From an optimization exercise on the open Yosys and OpenROAD flow, aimed at small area; shortcuts taken in it are not production practice.
No functional check of the RTL was part of this run.
Power figures rest on the tool's default switching activity, not on a simulated workload.

==> design/flow/design.v <==
package ref_subst_pkg;
	localparam int BANK_ADR_W = 3;
	localparam int POS4_W = 5;
	localparam int BP_POS_W = POS4_W + 1;
	localparam int AWK_CNT_W = 3;
	localparam int ORDER_W = 3;
	localparam int Y_IN_CU_W = 7;
	localparam int N_BANKS = 8;
	localparam int SAMPLES_PER_BANK = 4;
	localparam int LINE_SAMPLES = N_BANKS * SAMPLES_PER_BANK;  
	typedef logic [BANK_ADR_W-1:0] bank_adr_t;
	typedef logic [POS4_W-1:0] pos4_t;
	typedef logic [BP_POS_W-1:0] bp_pos_t;
	typedef logic [AWK_CNT_W-1:0] awk_cnt_t;
	typedef logic [ORDER_W-1:0] order_t;
	typedef logic [Y_IN_CU_W-1:0] y_in_cu_t;
	localparam int BP_SIDE_BIT = POS4_W;
	localparam bank_adr_t ADR_INVALID = '1;
	localparam awk_cnt_t BP2_MIN_AWK = 3'd2;
	localparam awk_cnt_t BP3_MIN_AWK = 3'd2;
endpackage
`timescale 1ns/1ps
import ref_subst_pkg::*;
module ref_subst_lane #(
	parameter int bit_depth = 8
) (
	input logic clk,
	input logic arst_n,
	input logic stall,
	input logic [ref_subst_pkg::SAMPLES_PER_BANK*bit_depth-1:0] bank_data,
	input ref_subst_pkg::bank_adr_t bank_adr,
	input ref_subst_pkg::pos4_t bank_pos,
	input logic is_above,
	input logic is_left,
	input logic is_top_left,
	input logic is_bt_border,
	input logic is_rt_border,
	input ref_subst_pkg::pos4_t bt_border_pos,
	input ref_subst_pkg::pos4_t rt_border_pos,
	input ref_subst_pkg::y_in_cu_t y_in_cu,
	input logic [bit_depth-1:0] fill_l,
	input logic [bit_depth-1:0] fill_t,
	input logic [bit_depth-1:0] fill_b,
	input logic [bit_depth-1:0] fill_rt,
	input logic [ref_subst_pkg::SAMPLES_PER_BANK*bit_depth-1:0] bp2_samples,
	input ref_subst_pkg::bp_pos_t bp2_pos,
	input logic [ref_subst_pkg::SAMPLES_PER_BANK*bit_depth-1:0] bp3_samples,
	input ref_subst_pkg::bp_pos_t bp3_pos,
	input ref_subst_pkg::awk_cnt_t awk_cnt,
	output logic [ref_subst_pkg::SAMPLES_PER_BANK*bit_depth-1:0] sub_bank
);
	localparam int BANK_W = SAMPLES_PER_BANK * bit_depth;
	localparam logic [bit_depth-1:0] HALF_VAL = {1'b1, {(bit_depth-1){1'b0}}};
	logic adr_invalid;
	logic is_top_bank;
	logic is_left_bank;
	logic none_avail;
	logic top_veto;
	logic bp3_hit;
	logic bp2_hit;
	logic sel_half;
	logic sel_bp3;
	logic sel_bp2;
	logic sel_fill_t;
	logic sel_fill_l;
	logic sel_fill_b;
	logic sel_fill_rt;
	logic [BANK_W-1:0] sub_next;
	function automatic logic bp_match(
		input logic [BP_POS_W-1:0] pos,
		input logic [AWK_CNT_W-1:0] min_awk,
		input logic side,
		input logic [POS4_W-1:0] at,
		input logic [AWK_CNT_W-1:0] cnt,
		input logic veto
	);
		logic side_ok;
		logic pos_ok;
		logic awake_ok;
		side_ok = (pos[BP_SIDE_BIT] == side);
		pos_ok = (pos[POS4_W-1:0] == at);
		awake_ok = (cnt > min_awk);  
		bp_match = side_ok && pos_ok && awake_ok && !veto;
	endfunction
	assign adr_invalid = (bank_adr == ADR_INVALID);
	assign is_top_bank = ~bank_adr[0];
	assign is_left_bank = bank_adr[0] && !adr_invalid;
	assign none_avail = !is_above && !is_left && !is_top_left;
	assign top_veto = is_top_bank && (y_in_cu == '0);
	assign bp3_hit = bp_match(bp3_pos, BP3_MIN_AWK, bank_adr[0], bank_pos, awk_cnt, top_veto);
	assign bp2_hit = bp_match(bp2_pos, BP2_MIN_AWK, bank_adr[0], bank_pos, awk_cnt, top_veto);
	assign sel_half = adr_invalid || none_avail;
	assign sel_bp3 = bp3_hit;
	assign sel_bp2 = bp2_hit;
	assign sel_fill_t = is_top_bank && !is_above && !is_top_left && is_left;  
	assign sel_fill_l = is_left_bank && !is_left && !is_top_left;
	assign sel_fill_b = is_left_bank && is_bt_border && is_left && (bank_pos >= bt_border_pos);
	assign sel_fill_rt = is_top_bank && is_rt_border && is_above && (bank_pos >= rt_border_pos);
	always_comb begin
		if (sel_half)
			sub_next = {SAMPLES_PER_BANK{HALF_VAL}};  
		else if (sel_bp3)
			sub_next = bp3_samples;
		else if (sel_bp2)
			sub_next = bp2_samples;
		else if (sel_fill_t)
			sub_next = {SAMPLES_PER_BANK{fill_t}};
		else if (sel_fill_l)
			sub_next = {SAMPLES_PER_BANK{fill_l}};
		else if (sel_fill_b)
			sub_next = {SAMPLES_PER_BANK{fill_b}};
		else if (sel_fill_rt)
			sub_next = {SAMPLES_PER_BANK{fill_rt}};
		else
			sub_next = bank_data;  
	end
	always_ff @(posedge clk or negedge arst_n) begin
		if (!arst_n)
			sub_bank <= '0;
		else if (!stall)
			sub_bank <= sub_next;
	end
endmodule
`timescale 1ns/1ps
module ref_tl_select #(
	parameter int bit_depth = 8
) (
	input logic clk,
	input logic arst_n,
	input logic stall,
	input logic is_above,
	input logic is_left,
	input logic is_top_left,
	input ref_subst_pkg::order_t order,
	input logic [bit_depth-1:0] data_tl,
	input logic [bit_depth-1:0] fill_l,
	input logic [bit_depth-1:0] fill_t,
	output logic [bit_depth-1:0] sub_tl
);
	localparam logic [bit_depth-1:0] HALF_VAL = {1'b1, {(bit_depth-1){1'b0}}};
	logic order_first;
	logic [bit_depth-1:0] tl_store;  
	logic [bit_depth-1:0] tl_next;
	assign order_first = (order == '0);
	always_comb begin
		if (!is_above && !is_left && !is_top_left)
			tl_next = HALF_VAL;
		else if (!is_above && !is_top_left)
			tl_next = fill_t;
		else if (!is_left && !is_top_left)
			tl_next = fill_l;
		else if (!is_top_left)
			tl_next = fill_t;
		else if (order_first)
			tl_next = data_tl;  
		else
			tl_next = tl_store;
	end
	always_ff @(posedge clk or negedge arst_n) begin
		if (!arst_n) begin
			tl_store <= '0;
			sub_tl <= '0;
		end else if (!stall) begin
			sub_tl <= tl_next;
			if (order_first)
				tl_store <= data_tl;
		end
	end
endmodule
`timescale 1ns/1ps
import ref_subst_pkg::*;
module ref_subst_top #(
	parameter int bit_depth = 8
) (
	input logic clk,
	input logic arst_n,
	input logic stall,
	input logic [ref_subst_pkg::LINE_SAMPLES*bit_depth-1:0] data,
	input logic [ref_subst_pkg::N_BANKS*ref_subst_pkg::BANK_ADR_W-1:0] bank_adr,
	input logic [ref_subst_pkg::N_BANKS*ref_subst_pkg::POS4_W-1:0] bank_pos,
	input logic is_above,
	input logic is_left,
	input logic is_top_left,
	input logic is_bt_border,
	input logic is_rt_border,
	input ref_subst_pkg::pos4_t bt_border_pos,
	input ref_subst_pkg::pos4_t rt_border_pos,
	input ref_subst_pkg::y_in_cu_t y_in_cu,
	input ref_subst_pkg::order_t order,
	input logic [bit_depth-1:0] fill_l,
	input logic [bit_depth-1:0] fill_t,
	input logic [bit_depth-1:0] fill_b,
	input logic [bit_depth-1:0] fill_rt,
	input logic [bit_depth-1:0] data_tl,
	input logic [ref_subst_pkg::SAMPLES_PER_BANK*bit_depth-1:0] bp2_samples,
	input ref_subst_pkg::bp_pos_t bp2_pos,
	input logic [ref_subst_pkg::SAMPLES_PER_BANK*bit_depth-1:0] bp3_samples,
	input ref_subst_pkg::bp_pos_t bp3_pos,
	input ref_subst_pkg::awk_cnt_t awk_cnt,
	output logic [ref_subst_pkg::LINE_SAMPLES*bit_depth-1:0] sub_data,
	output logic [bit_depth-1:0] sub_tl
);
	localparam int BANK_W = SAMPLES_PER_BANK * bit_depth;
	for (genvar i = 0; i < N_BANKS; i++) begin : g_lane
		ref_subst_lane #(
			.bit_depth(bit_depth)
		) i_lane (
			.clk(clk),
			.arst_n(arst_n),
			.stall(stall),
			.bank_data(data[(N_BANKS-1-i)*BANK_W +: BANK_W]),
			.bank_adr(bank_adr[(N_BANKS-1-i)*BANK_ADR_W +: BANK_ADR_W]),
			.bank_pos(bank_pos[(N_BANKS-1-i)*POS4_W +: POS4_W]),
			.is_above(is_above),
			.is_left(is_left),
			.is_top_left(is_top_left),
			.is_bt_border(is_bt_border),
			.is_rt_border(is_rt_border),
			.bt_border_pos(bt_border_pos),
			.rt_border_pos(rt_border_pos),
			.y_in_cu(y_in_cu),
			.fill_l(fill_l),
			.fill_t(fill_t),
			.fill_b(fill_b),
			.fill_rt(fill_rt),
			.bp2_samples(bp2_samples),
			.bp2_pos(bp2_pos),
			.bp3_samples(bp3_samples),
			.bp3_pos(bp3_pos),
			.awk_cnt(awk_cnt),
			.sub_bank(sub_data[(N_BANKS-1-i)*BANK_W +: BANK_W])
		);
	end
	ref_tl_select #(
		.bit_depth(bit_depth)
	) i_tl_select (
		.clk(clk),
		.arst_n(arst_n),
		.stall(stall),
		.is_above(is_above),
		.is_left(is_left),
		.is_top_left(is_top_left),
		.order(order),
		.data_tl(data_tl),
		.fill_l(fill_l),
		.fill_t(fill_t),
		.sub_tl(sub_tl)
	);
endmodule
==> design/flow/config.mk <==
export PLATFORM = sky130hd
export DESIGN_NAME = ref_subst_top
export DESIGN_NICKNAME = ref_subst_top
export VERILOG_FILES = /design/flow/design.v
export SDC_FILE = /design/flow/constraint.sdc
export NUM_CORES = 4
export LEC_CHECK = 0
export CAP_MARGIN = 20
export CORE_AREA = 5 5 355 355
export DIE_AREA = 0 0 360 360
export SLEW_MARGIN = 20
==> design/flow/run.sh <==
#!/bin/bash
# synth_recipe.tcl (not shown) runs the flow's synth.tcl, then flattens the netlist and writes it again
# the make line also repeats each setting of config.mk as NAME=value (left out here)
make -C /OpenROAD-flow-scripts/flow DESIGN_CONFIG=/design/flow/config.mk WORK_HOME=/design/flow/orfs CLKGATE_MAP_FILE= SYNTH_SCRIPT=/design/flow/synth_recipe.tcl finish
==> design/flow/constraint.sdc <==
create_clock -name core_clock -period 4.0 [get_ports {clk}]
set_input_delay 0.8000 -clock core_clock [delete_from_list [all_inputs] [get_ports {clk}]]
set_output_delay 0.8000 -clock core_clock [all_outputs]
set_load 0.01 [all_outputs]
==> summary.txt <==
registers in the layout (all words and copies together), names as in the netlist:
register,flops
g_lane.i_lane.sub_bank,256
i_tl_select.sub_tl,8
i_tl_select.tl_store,8
routing by layer:
layer | track usage [%] | share of wire (%)
met5 | 0.472 | 0.085
met4 | 20.3 | 7.7
met3 | 13.0 | 13
met2 | 46.4 | 43
met1 | 35.4 | 37
worst reg2reg max path, delay by kind of cell (launching register included):
family         cells  cell delay, ps
AO/OA/AOI/OAI      2             600
flip-flops         1             440
synth_stat cells (39+ instances only):
cell | instances | share of area, %
nand2_1 | 320 | 4.8
dfrtp_1 | 272 | 27
clkbuf_1 | 253 | 3.8
nor2_1 | 226 | 3.4
o21ai_0 | 211 | 4.3
a22oi_1 | 164 | 5.0
a21oi_1 | 149 | 3.0
o31ai_1 | 132 | 4.0
a211oi_1 | 116 | 3.5
a22o_1 | 92 | 3.3
ha_1 | 80 | 4.0
inv_1 | 78 | 1.2
a2bb2oi_1 | 62 | 2.2
o221ai_1 | 59 | 2.1
a21o_1 | 55 | 1.7
buf_2 | 52 | 1.0
nand3_1 | 52 | 1.0
xor2_1 | 46 | 1.6
xnor2_1 | 45 | 1.6
and2_1 | 41 | 1.0
a2111oi_0 | 39 | 1.4
a21boi_0 | 39 | 1.2
final cells by class:
type / instances / area [sq um] / area share [%]
clock buffer: 51 / 1090 / 3.00
sequential: 272 / 6810 / 18.7
inverter: 79 / 297 / 0.815
timing repair buffer: 976 / 9400 / 25.8
antenna: 28 / 70.1 / 0.193
clock inverter: 18 / 186 / 0.512
tap: 1625 / 2030 / 5.59
multi-input combinational: 2440 / 16500 / 45.4
worst paths after layout:
kind / to / cells after the start
max: g_lane[7].i_lane.sub_bank[10] / 10
min: g_lane[2].i_lane.sub_bank[7] / 1
max reg2reg: g_lane[1].i_lane.sub_bank[8] / 2
min reg2reg: i_tl_select.sub_tl[3] / 1
max in group asynchronous: g_lane[1].i_lane.sub_bank[27] / 2
min in group core_clock: i_tl_select.sub_tl[3] / 1
per-stage QoR:
step,worst slack [ps],utilization [%]
final,548,29.9
after detailed placement,-2.51,28.8
after CTS,653,29.8
after global routing,411,29.8
after floorplan,1030,-
after global placement,25.9,28.8
power groups by stage:
stage | sequential (mW) | clock [mW] | combinational (mW)
2_1_floorplan | 3.60 | 0 | 1.62
3_3_place_gp | 3.54 | 0 | 4.61
3_5_place_dp | 3.54 | 0 | 4.63
4_1_cts | 3.50 | 3.68 | 4.65
5_1_grt | 3.54 | 3.78 | 4.91
6_report | 3.51 | 3.68 | 4.72
cell families after synthesis:
logic type / after synthesis / synth area share, %
simple gates: 804 / 14.8
mux: 9 / 0.399
flops: 272 / 27.5
xor+xnor: 91 / 3.22
fa+ha+maj: 80 / 4.04
buf+inv: 410 / 6.59
compound gates: 1456 / 43.5
==> flow_summary.toml <==
[status]
status = "finished clean"

[worst_setup_path]
slowest_delay_ps = 810
path_buf_inv = 3
slowest_stage = "a221oi_1"
path_cells = "clkdlybuf4s50_1, inv_1, ha_1, a21oi_1, o21ai_0, a21o_1, a221oi_1, buf_4, a211oi_1, a211o_1"
crit_start = "rt_border_pos[2]"
cp.arrival_ps = 3950
r2r_start = "g_lane[1].i_lane.sub_bank[8]"
crit_path_start_kind = "primary input"
critical_path.top_delay_family = "compound AO/OA/AOI/OAI gates"
ff2ff_setup_slack_ps = 2820
cp-end-kind = "register"
path_max_fanout = 8
worstSetupPathType = "in2reg"
worst_ep_required_time_ps = 4500

[cells_and_area]
final_cells = 5489
mostFrequentLayoutCells = "clkdlybuf4s50_1, nand2_1, dfrtp_1, nor2_1, buf_4"
syn2layout_area_growth_pct = 46.8
nets = 4355
mostFrequentLayoutCell = "clkdlybuf4s50_1"
stdcell_area_sq_mm = 0.0364
drive_gt1_share_pct = 12.4
fill_cells = 13004

[cts]
cts_buffers = 39
cts_resized = 0
cts_hold_buffers = 0
htreeDepth = 2
cts.sinks = 272
clkTransAtPathRegs_ps = 60
clock_latency_ps = 600
cts_setup_buffers = 0
cts_tree = "built"
clock_tree.root_cell = "clkbuf_16"
clock_path_buffers = 3

[synthesis]
synth_edf_count = 0
synth_warnings = 2
syn_nets = 3669
ys_seq_area_share_pct = 27.5
synth_seq_cells = 272
ys.flop_type = "dfrtp_1"
syn-instance-count = 3122
async_flop_share_pct = 100
postSynthAreaPerCell_sq_um = 7.94
yosysUniqueCellTypes = 88
netlist_area_sq_mm = 0.0248

[power]
pwr-share-clk_pct = 30.9
power.share.sequential_pct = 29.5
p_sw_share_pct = 39.3
p_per_area_mw_per_mm2 = 327
irDropWorstVdd_mv = 0.279
comb_power_share_pct = 39.6
p_sw_mw = 4.68
total_power_mw = 11.9
power.internal_mw = 7.23
leakage_nw = 14.2

[floorplanning]
core_sq_mm = 0.122
die_area_sq_mm = 0.130
fp.dieW_um = 360
start_util_pct = 20.4
pin_count = 731
die_h_um = 360
rows = 128

[drt]
drc = 0
vias_per_cell = 5.95
ant_nets = 0
drt_iter0_markers = 4145
vias = 32674
drtPass1Iterations = 6
totalWireLength_mm = 211
wl_per_cell_um = 38.4

[placement]
placed_cells = 5392
placed_cell_area_sq_mm = 0.0350
gp_congestion = 0.963
io_buffers = 730
dp_hpwl_mm = 160

[global_route]
gr-total-overflow = 0
grt_pass1_vias = 31367
antenna_found_initial = 49
grt_max_degree = 103
grt_pass1_wl_mm = 277
grt_usage_pct = 30.7

[timing]
finalCritPeriodShare_pct = 86.3
hold_viol = 0
worst_pin_slew_ps = 1330
slew_viol_final = 0
setup_violations = 0
fin_hold_ws_ps = 141
fin_tns_setup_ps = 0
period_needed_ps = 3450
timing.fmax_mhz = 290
rsz0062_at_grt = "no"
clock_skew_ps = 8.94
max-slew-margin-rel_pct = 11.2

[flow_run]
cap_violations = 0

[worst_hold_path]
min_path_type = "in2async"

[re-timing with driven ports]
The flow's constraints put no driver on any port. The routed layout listed below was extracted and timed again, unchanged, in two steps.
Step 1 sets driving cells, clkbuf_16 on the clock port and buf_2 on the other inputs (assumed; they add their load-dependent delay and slew).
Step 2, shift: input delay + t, output delay - t, t = (earliest + latest rising clock arrival at the registers) / 2. This alone moves slack from input paths to output paths.
Slacks: ideal ports / drivers / drivers and shift; pairs: ideal ports / drivers.
t, ns: 0.697
setup slack, ns: 0.548 / 0.563 / -0.134
hold WS [ns]: 0.141 / 0.128 / 0.480
Met with ideal ports but missed after step 2: setup timing in this run. For this run, drivers alone change the setup slack by +0.015 ns; drivers and shift together by -0.682 ns.
